From an optimization exercise on the open Yosys and OpenROAD flow, aimed at small area and a short achievable clock period; shortcuts taken in it are not production practice. In this exercise RTL edits were held to simulation tests only and were not proved equivalent to the original. Power and IR drop assume default switching activity.

--- flow/design.v ---
package vliwPkg;
	typedef logic [32-1:0] word_t;
	typedef logic [5-1:0] regIdx_t;
	typedef logic [32-1:0] instr_t;
	typedef logic [16-1:0] instrC_t;
	typedef enum logic [1:0]
	{
		aluAdd = 2'd0,
		aluAnd = 2'd1,
		aluSra = 2'd2,
		aluOr  = 2'd3
	} aluOp_e;
	typedef enum logic
	{
		cSrcMove = 1'b0,
		cSrcImm  = 1'b1
	} cSrc_e;
endpackage
module registerFile
(
	input  logic            clk,
	input  logic            reset,
	input  logic            wrEn,
	input  vliwPkg::regIdx_t wrIdx,
	input  vliwPkg::word_t   wrData,
	input  logic            wrEnC,
	input  vliwPkg::regIdx_t wrIdxC,
	input  vliwPkg::word_t   wrDataC,
	input  vliwPkg::regIdx_t rdIdxA,
	input  vliwPkg::regIdx_t rdIdxB,
	input  vliwPkg::regIdx_t rdIdxCA,
	output vliwPkg::word_t   rdDataA,
	output vliwPkg::word_t   rdDataB,
	output vliwPkg::word_t   rdDataCA
);
	vliwPkg::word_t mem [32];
	logic mainWins;
	assign mainWins = wrEn && !(wrEnC && (wrIdxC == wrIdx));
	always_ff @(posedge clk)
	begin
		if (reset)
		begin
			for (int i = 0; i < 32; i++)
			begin
				mem[i] <= '0;
			end
		end
		else
		begin
			if (mainWins)
			begin
				mem[wrIdx] <= wrData;
			end
			if (wrEnC)
			begin
				mem[wrIdxC] <= wrDataC;
			end
		end
	end
	assign rdDataA  = mem[rdIdxA];
	assign rdDataB  = mem[rdIdxB];
	assign rdDataCA = mem[rdIdxCA];
endmodule
module bundleDecoder
(
	input  logic             valid,
	input  vliwPkg::instr_t  instr,
	input  vliwPkg::instrC_t instrC,
	output vliwPkg::regIdx_t rs1,
	output vliwPkg::regIdx_t rs2,
	output vliwPkg::regIdx_t rd,
	output vliwPkg::aluOp_e  aluOp,
	output logic             useImm,
	output vliwPkg::word_t   imm,
	output logic             writeMain,
	output vliwPkg::regIdx_t rsC,
	output vliwPkg::regIdx_t rdC,
	output vliwPkg::cSrc_e   cSrc,
	output vliwPkg::word_t   immC,
	output logic             writeC
);
	logic [6:0] opcode;
	logic [2:0] funct3;
	logic [1:0] quadC;
	assign opcode = instr[6:0];
	assign funct3 = instr[14:12];
	assign quadC  = instrC[1:0];
	assign rs1 = instr[19:15];
	assign rs2 = instr[24:20];
	assign rd  = instr[11:7];
	assign rsC = instrC[6:2];
	assign rdC = instrC[11:7];
	always_comb
	begin
		aluOp     = vliwPkg::aluAdd;
		useImm    = 1'b0;
		imm       = '0;
		writeMain = 1'b0;
		if (opcode == 7'b0110011)
		begin
			writeMain = valid;
		end
		else if ((opcode == 7'b0010011) && (funct3 == 3'b110))
		begin
			aluOp     = vliwPkg::aluAnd;
			useImm    = 1'b1;
			imm       = {{(32-12){instr[31]}}, instr[31:20]};
			writeMain = valid;
		end
		else if ((opcode == 7'b0010011) && (funct3 == 3'b101))
		begin
			aluOp     = vliwPkg::aluSra;
			useImm    = 1'b1;
			imm       = {{(32-5){1'b0}}, instr[24:20]};
			writeMain = valid;
		end
	end
	assign immC = {{(32-6){instrC[12]}}, instrC[12], instrC[6:2]};
	always_comb
	begin
		cSrc   = vliwPkg::cSrcMove;
		writeC = 1'b0;
		case (quadC)
			2'b10:
			begin
				writeC = valid;
			end
			2'b01:
			begin
				cSrc   = vliwPkg::cSrcImm;
				writeC = valid;
			end
			default:
			begin
				writeC = 1'b0;
			end
		endcase
	end
endmodule
module operandForward
(
	input  vliwPkg::regIdx_t rs1,
	input  vliwPkg::regIdx_t rs2,
	input  vliwPkg::regIdx_t rsC,
	input  vliwPkg::word_t   regA,
	input  vliwPkg::word_t   regB,
	input  vliwPkg::word_t   regC,
	input  logic             fwdWrite,
	input  vliwPkg::regIdx_t fwdReg,
	input  vliwPkg::word_t   fwdData,
	input  logic             fwdWriteC,
	input  vliwPkg::regIdx_t fwdRegC,
	input  vliwPkg::word_t   fwdDataC,
	output vliwPkg::word_t   opA,
	output vliwPkg::word_t   opB,
	output vliwPkg::word_t   opC
);
	function automatic vliwPkg::word_t resolve(vliwPkg::regIdx_t src, vliwPkg::word_t regVal);
		vliwPkg::word_t val;
		if (fwdWriteC && (fwdRegC == src))
		begin
			val = fwdDataC;
		end
		else if (fwdWrite && (fwdReg == src))
		begin
			val = fwdData;
		end
		else
		begin
			val = regVal;
		end
		resolve = val;
	endfunction
	always_comb
	begin
		opA = resolve(rs1, regA);
		opB = resolve(rs2, regB);
		opC = resolve(rsC, regC);
	end
endmodule
module executeSlots
(
	input  logic             clk,
	input  logic             reset,
	input  logic             valid,
	input  vliwPkg::aluOp_e  aluOp,
	input  logic             useImm,
	input  vliwPkg::word_t   imm,
	input  vliwPkg::regIdx_t rd,
	input  logic             writeMain,
	input  vliwPkg::cSrc_e   cSrc,
	input  vliwPkg::word_t   immC,
	input  vliwPkg::regIdx_t rdC,
	input  logic             writeC,
	input  vliwPkg::word_t   opA,
	input  vliwPkg::word_t   opB,
	input  vliwPkg::word_t   opC,
	output logic             resultValid,
	output logic             wbWrite,
	output vliwPkg::regIdx_t wbReg,
	output vliwPkg::word_t   wbData,
	output logic             wbWriteC,
	output vliwPkg::regIdx_t wbRegC,
	output vliwPkg::word_t   wbDataC
);
	localparam int ShamtW = $clog2(32);
	vliwPkg::word_t aluB;
	vliwPkg::word_t aluResult;
	vliwPkg::word_t cResult;
	assign aluB = useImm ? imm : opB;
	always_comb
	begin
		case (aluOp)
			vliwPkg::aluAdd: aluResult = opA + aluB;
			vliwPkg::aluAnd: aluResult = opA & aluB;
			vliwPkg::aluSra: aluResult = vliwPkg::word_t'($signed(opA) >>> aluB[ShamtW-1:0]);
			default: aluResult = opA + aluB;
		endcase
	end
	assign cResult = (cSrc == vliwPkg::cSrcImm) ? immC : opC;
	always_ff @(posedge clk)
	begin
		if (reset)
		begin
			resultValid <= 1'b0;
			wbWrite     <= 1'b0;
			wbReg       <= '0;
			wbData      <= '0;
			wbWriteC    <= 1'b0;
			wbRegC      <= '0;
			wbDataC     <= '0;
		end
		else
		begin
			resultValid <= valid;
			wbWrite     <= writeMain;
			wbReg       <= rd;
			wbData      <= aluResult;
			wbWriteC    <= writeC;
			wbRegC      <= rdC;
			wbDataC     <= cResult;
		end
	end
endmodule
module vliwCore
(
	input  logic             clk,
	input  logic             reset,
	input  logic             bundleValid,
	input  vliwPkg::instr_t  instr,
	input  vliwPkg::instrC_t instrC,
	output logic             resultValid,
	output logic             wbWrite,
	output vliwPkg::regIdx_t wbReg,
	output vliwPkg::word_t   wbData,
	output logic             wbWriteC,
	output vliwPkg::regIdx_t wbRegC,
	output vliwPkg::word_t   wbDataC
);
	logic    validQ;
	vliwPkg::instr_t  instrQ;
	vliwPkg::instrC_t instrCQ;
	vliwPkg::regIdx_t rs1, rs2, rd, rsC, rdC;
	vliwPkg::aluOp_e  aluOp;
	vliwPkg::cSrc_e   cSrc;
	logic    useImm, writeMain, writeC;
	vliwPkg::word_t   imm, immC;
	vliwPkg::word_t   regA, regB, regC;
	vliwPkg::word_t   opA, opB, opC;
	always_ff @(posedge clk)
	begin
		if (reset)
		begin
			validQ  <= 1'b0;
			instrQ  <= '0;
			instrCQ <= '0;
		end
		else
		begin
			validQ  <= bundleValid;
			instrQ  <= instr;
			instrCQ <= instrC;
		end
	end
	bundleDecoder i_decoder (.valid(validQ), .instr(instrQ), .instrC(instrCQ),
		.rs1(rs1), .rs2(rs2), .rd(rd), .aluOp(aluOp), .useImm(useImm), .imm(imm),
		.writeMain(writeMain), .rsC(rsC), .rdC(rdC), .cSrc(cSrc), .immC(immC),
		.writeC(writeC));
	registerFile i_regFile (.clk(clk), .reset(reset),
		.wrEn(wbWrite), .wrIdx(wbReg), .wrData(wbData),
		.wrEnC(wbWriteC), .wrIdxC(wbRegC), .wrDataC(wbDataC),
		.rdIdxA(rs1), .rdIdxB(rs2), .rdIdxCA(rsC),
		.rdDataA(regA), .rdDataB(regB), .rdDataCA(regC));
	operandForward i_forward (.rs1(rs1), .rs2(rs2), .rsC(rsC),
		.regA(regA), .regB(regB), .regC(regC),
		.fwdWrite(wbWrite), .fwdReg(wbReg), .fwdData(wbData),
		.fwdWriteC(wbWriteC), .fwdRegC(wbRegC), .fwdDataC(wbDataC),
		.opA(opA), .opB(opB), .opC(opC));
	executeSlots i_execute (.clk(clk), .reset(reset), .valid(validQ),
		.aluOp(aluOp), .useImm(useImm), .imm(imm), .rd(rd), .writeMain(writeMain),
		.cSrc(cSrc), .immC(immC), .rdC(rdC), .writeC(writeC),
		.opA(opA), .opB(opB), .opC(opC),
		.resultValid(resultValid), .wbWrite(wbWrite), .wbReg(wbReg), .wbData(wbData),
		.wbWriteC(wbWriteC), .wbRegC(wbRegC), .wbDataC(wbDataC));
endmodule
--- flow/run.sh ---
#!/bin/bash
# synth_recipe.tcl (not shown) runs the flow's synth.tcl, then flattens the netlist and writes it again
# the make line also repeats each setting of config.mk as NAME=value (left out here)
make -C /OpenROAD-flow-scripts/flow DESIGN_CONFIG=/design/flow/config.mk WORK_HOME=/design/flow/orfs CLKGATE_MAP_FILE= SYNTH_SCRIPT=/design/flow/synth_recipe.tcl finish
--- flow/constraint.sdc ---
create_clock -name core_clock -period 6.0 [get_ports {clk}]
set_input_delay 1.2000 -clock core_clock [delete_from_list [all_inputs] [get_ports {clk}]]
set_output_delay 1.2000 -clock core_clock [all_outputs]
set_load 0.01 [all_outputs]
--- flow/config.mk ---
export PLATFORM = sky130hd
export DESIGN_NAME = vliwCore
export DESIGN_NICKNAME = vliwCore
export VERILOG_FILES = /design/flow/design.v
export SDC_FILE = /design/flow/constraint.sdc
export NUM_CORES = 4
export LEC_CHECK = 0
export CAP_MARGIN = 20
export CORE_MARGIN = 2
export CORE_UTILIZATION = 30
export PLACE_DENSITY = 0.45
export SLEW_MARGIN = 20
==> summary.md <==
| Metric | Value |
|---|---|
| Row cnt | 184 |
| Initial antenna violation count | 29 |
| Max Slew Vio Count | 0 |
| Gr ovfl total | 0 |
| DR pass1 iterations | 9 |
| Setup crit start kind | flop |
| Htree depth | 4 |
| Post-synthesis sequential area ratio | 43.9% |
| Endpoints failing hold | 0 |
| Synth-to-Final Area Change | 16.3% |
| Drt initial violations | 10394 |
| Count leader, synth | a22o_1 |
| Post-synth top area share | 40.7% |
| GRT Util Overall | 31.7% |
| Multi-input logic area | 39600 sq um |
| Commonest cells in the netlist | a22o_1, edfxtp_1, mux4_2 |
| Max-cap violations | 0 |
| Worst EP arrival | 6610 ps |
| Fmax | 171 MHz |
| CTS tree | built |
| Cell count after synthesis | 5432 |
| RD Place Congestion | 0.949 |
| Die Y | 506 um |
| Post-synth EDFFs | 1024 |
| Post-Syn Area per Cell | 13.9 sq um |
| Slew HR | 16.3% |
| Worst-path maximum fanout | 14 |
| Final setup viols | 0 |
| Antenna-violating nets left | 0 |
| Port Buffers | 124 |
| Pre-CTS worst setup slack | -181 ps |
| WS Path Type | flop to flop |
| Global-route wire length before repair | 551 mm |
| Mapped Area | 75600 sq um |
| Die width | 506 um |
| Core ar. | 251000 sq um |
| Fraction of layout cells with a size suffix above 1 | 32.1% |
| Synth Register Bits | 1147 |
| Setup WS post-layout | 138 ps |
| Leak | 0.0298 uW |
| CTS Sinks | 1147 |
| Final core occ | 35.0% |
| Netlist cell types | 89 |
| Req. time, crit path | 6750 ps |
| Status | finished clean |
| Worst skew pair latency | 850 ps |
| Routed wire length | 416 mm |
| Final min period | 5860 ps |
| Worst Clk Skew | 31.2 ps |
| Crit share post-route | 97.7% |
| Hold depth | 1 |
| Power, Total | 24000 uW |
| Via density per instance | 7.00 |
| Net count of the mapped netlist | 5517 |
| Die Area | 256000 sq um |
| Detailed Place HPWL | 249 mm |
| RSZ-0062 raised after global routing | false |
| Total power density per cell area | 273 nW/um^2 |
| Worst hold path class | flop to flop |
| Starting Density | 30.1% |
| Setup TNS | 0 ps |
| Detail-routed net length per standard cell | 46.9 um |
| Synth warnings | 5 |
| Worst-path clk slew | 60 ps |
| IO Pins | 128 |
| Non-filler instance count after layout | 8880 |
| DRC viols | 0 |
| Via count | 62191 |
| # fillers | 23955 |
| Synth Flop Type | edfxtp_1 |
| Synth area leaders | edfxtp_1, mux4_2, a22o_1, dfxtp_1, clkbuf_1 |
| Synth async-reset ratio | 0% |
| Yosys top cell by area | edfxtp_1 |
| Reg2Reg Setup Slack | 140 ps |
| Longest Clk Path Bufs | 3 |
| Largest net degree at the start of global routing | 77 |
| Slew @ Worst Pin | 1250 ps |
| Setup bufs post-CTS | 0 |
| R2R cell count | 21 |
| Vias in the first global route | 59082 |
| CP endpoint kind | flop |
| Cells after DPL | 8603 |
| Final net count | 5483 |
| CTS Buf Count | 141 |
| Root cell of the clock tree | clkbuf_16 |
| FF+latch area | 33300 sq um |
| Maximum vdd ir drop | 0.344 mV |
-- worst paths after layout --
path / from / end
setup / recovery: instrQ[20] / i_execute.wbData[23]
hold / removal: instrQ[11] / i_execute.wbReg[4]
setup reg to reg: instrQ[20] / i_execute.wbData[23]
hold reg to reg: instrQ[11] / i_execute.wbReg[4]
-- sequential cells by signal, summed over array words and instances, names as in the netlist --
| name | count |
|---|---|
| i_execute.wbReg | 5 |
| i_execute.wbRegC | 5 |
| validQ | 1 |
| i_execute.wbWrite | 1 |
| instrCQ | 13 |
| i_execute.wbDataC | 32 |
| i_execute.wbData | 32 |
| i_execute.wbWriteC | 1 |
| i_regFile.mem | 1024 |
| instrQ | 32 |
| i_execute.resultValid | 1 |
-- kinds of logic (layout without fill, tap and decap cells) --
family | Yosys count | after routing | share of synthesized area, %
compound gates | 1580 | 1580 | 17.0
flops | 1147 | 1147 | 43.9
mux | 1100 | 1100 | 29.0
buf+inv | 846 | 929 | 4.52
simple gates | 665 | 665 | 4.32
xor+xnor | 60 | 60 | 0.695
fa+ha+maj | 34 | 34 | 0.573
other cells | 0 | 17 | 0
-- what timing repair did --
item,CTS,global route
endpoints found under the setup margin,5,8
pin swaps,0,0
cloned,0,0
resized for setup,3,7
hold buffers,0,0
-- routing by layer --
metal  track usage [%]  vias to the layer above  share of wire (%)
met5             0.241                        -              0.029
met4              17.3                       12                6.5
met3              12.4                     1189                 14
met2              45.3                     5451                 42
met1              41.0                    32700                 38
li1                  -                    22839                  -
-- worst max-delay path: stages, from the launching register on --
cell and delay, ps:
dfxtp_4 410, buf_12 230, buf_12 210, mux4_2 530
mux4_2 510, mux2i_4 250, buf_4 180, a211oi_1 60
a21oi_1 300, o21ai_0 160, ha_1 340, a21o_1 170
a221o_1 430, or2_2 340, a2111oi_1 270, buf_4 190
nor3_2 80, o21a_1 220, o21a_1 180, o21ai_0 120
or3b_1 360, a31oi_1 180
-- metrics by stage --
step,cell area (sq um),hold slack (ps)
global placement,83100,426
detailed placement,83100,430
global route,87900,461
finish,87900,439
CTS,87800,444
floorplan,75600,414
-- final cells by class --
type	instances	share of cell area (%)
Timing Repair Buffer	625	6.77
Multi-Input combinational cell	3439	45.0
Tap cell	3348	4.77
Sequential cell	1147	37.8
Inverter	44	0.189
Clock buffer	201	4.61
Antenna cell	17	0.0484
Clock inverter	59	0.750
-- power breakdown --
group	switching [uW]	leakage (uW)	internal [uW]
clock network	3870	0.00232	5170
registers	461	0.0116	9020
logic	3510	0.0159	1950
-- cell usage in the layout (no fill, tap or decap), types with 15 or more instances in the layout --
master | synthesis | layout
a211oi_1 | 95 | 95
a21o_1 | 15 | 15
a21oi_1 | 89 | 88
a22o_1 | 1031 | 1031
a22oi_1 | 53 | 53
a31oi_1 | 29 | 27
buf_12 | 0 | 76
buf_4 | 17 | 425
clkbuf_1 | 579 | 37
clkbuf_16 | 0 | 147
clkbuf_8 | 0 | 17
clkdlybuf4s50_1 | 0 | 123
clkinv_2 | 0 | 28
dfxtp_1 | 123 | 108
diode_2 | 0 | 17
edfxtp_1 | 1024 | 1024
ha_1 | 33 | 32
inv_1 | 38 | 38
mux2_2 | 28 | 28
mux2i_1 | 204 | 203
mux4_2 | 867 | 867
nand2_1 | 99 | 98
nand2b_1 | 18 | 18
nand3_1 | 39 | 37
nand4_1 | 19 | 19
nor2_1 | 271 | 205
nor2_4 | 1 | 66
nor2b_1 | 70 | 69
nor3_1 | 31 | 30
o211ai_1 | 24 | 24
o21ai_0 | 86 | 84
o22ai_1 | 39 | 39
or3_2 | 0 | 32
xnor2_1 | 28 | 28
xor2_1 | 32 | 32

==> re-timing with driven ports <==
How much do the figures lean on ideal ports? The routed layout below was timed once more, with nothing changed but the port constraints. Step 1, drivers: a clkbuf_16 drives clk and a buf_2 each remaining input, both assumed. Step 2 adds t to the input delays and takes it off the output delays; t is the mean of the earliest and latest rising clock arrival at the registers after step 1. Input paths then give back, and output paths get back, about the clock's delay inside the block. Slacks: no drivers / after step 1 / after step 2; pairs: no drivers / after step 1.
shift t [ns]: 0.925
slack for setup (ns): 0.138 / 0.138 / 0.138
worst slew at a driven data input, ns: 0.07
After both steps setup and hold are still met in this run. For this run, drivers alone change the setup slack by 0.000 ns; drivers and shift together by 0.000 ns.
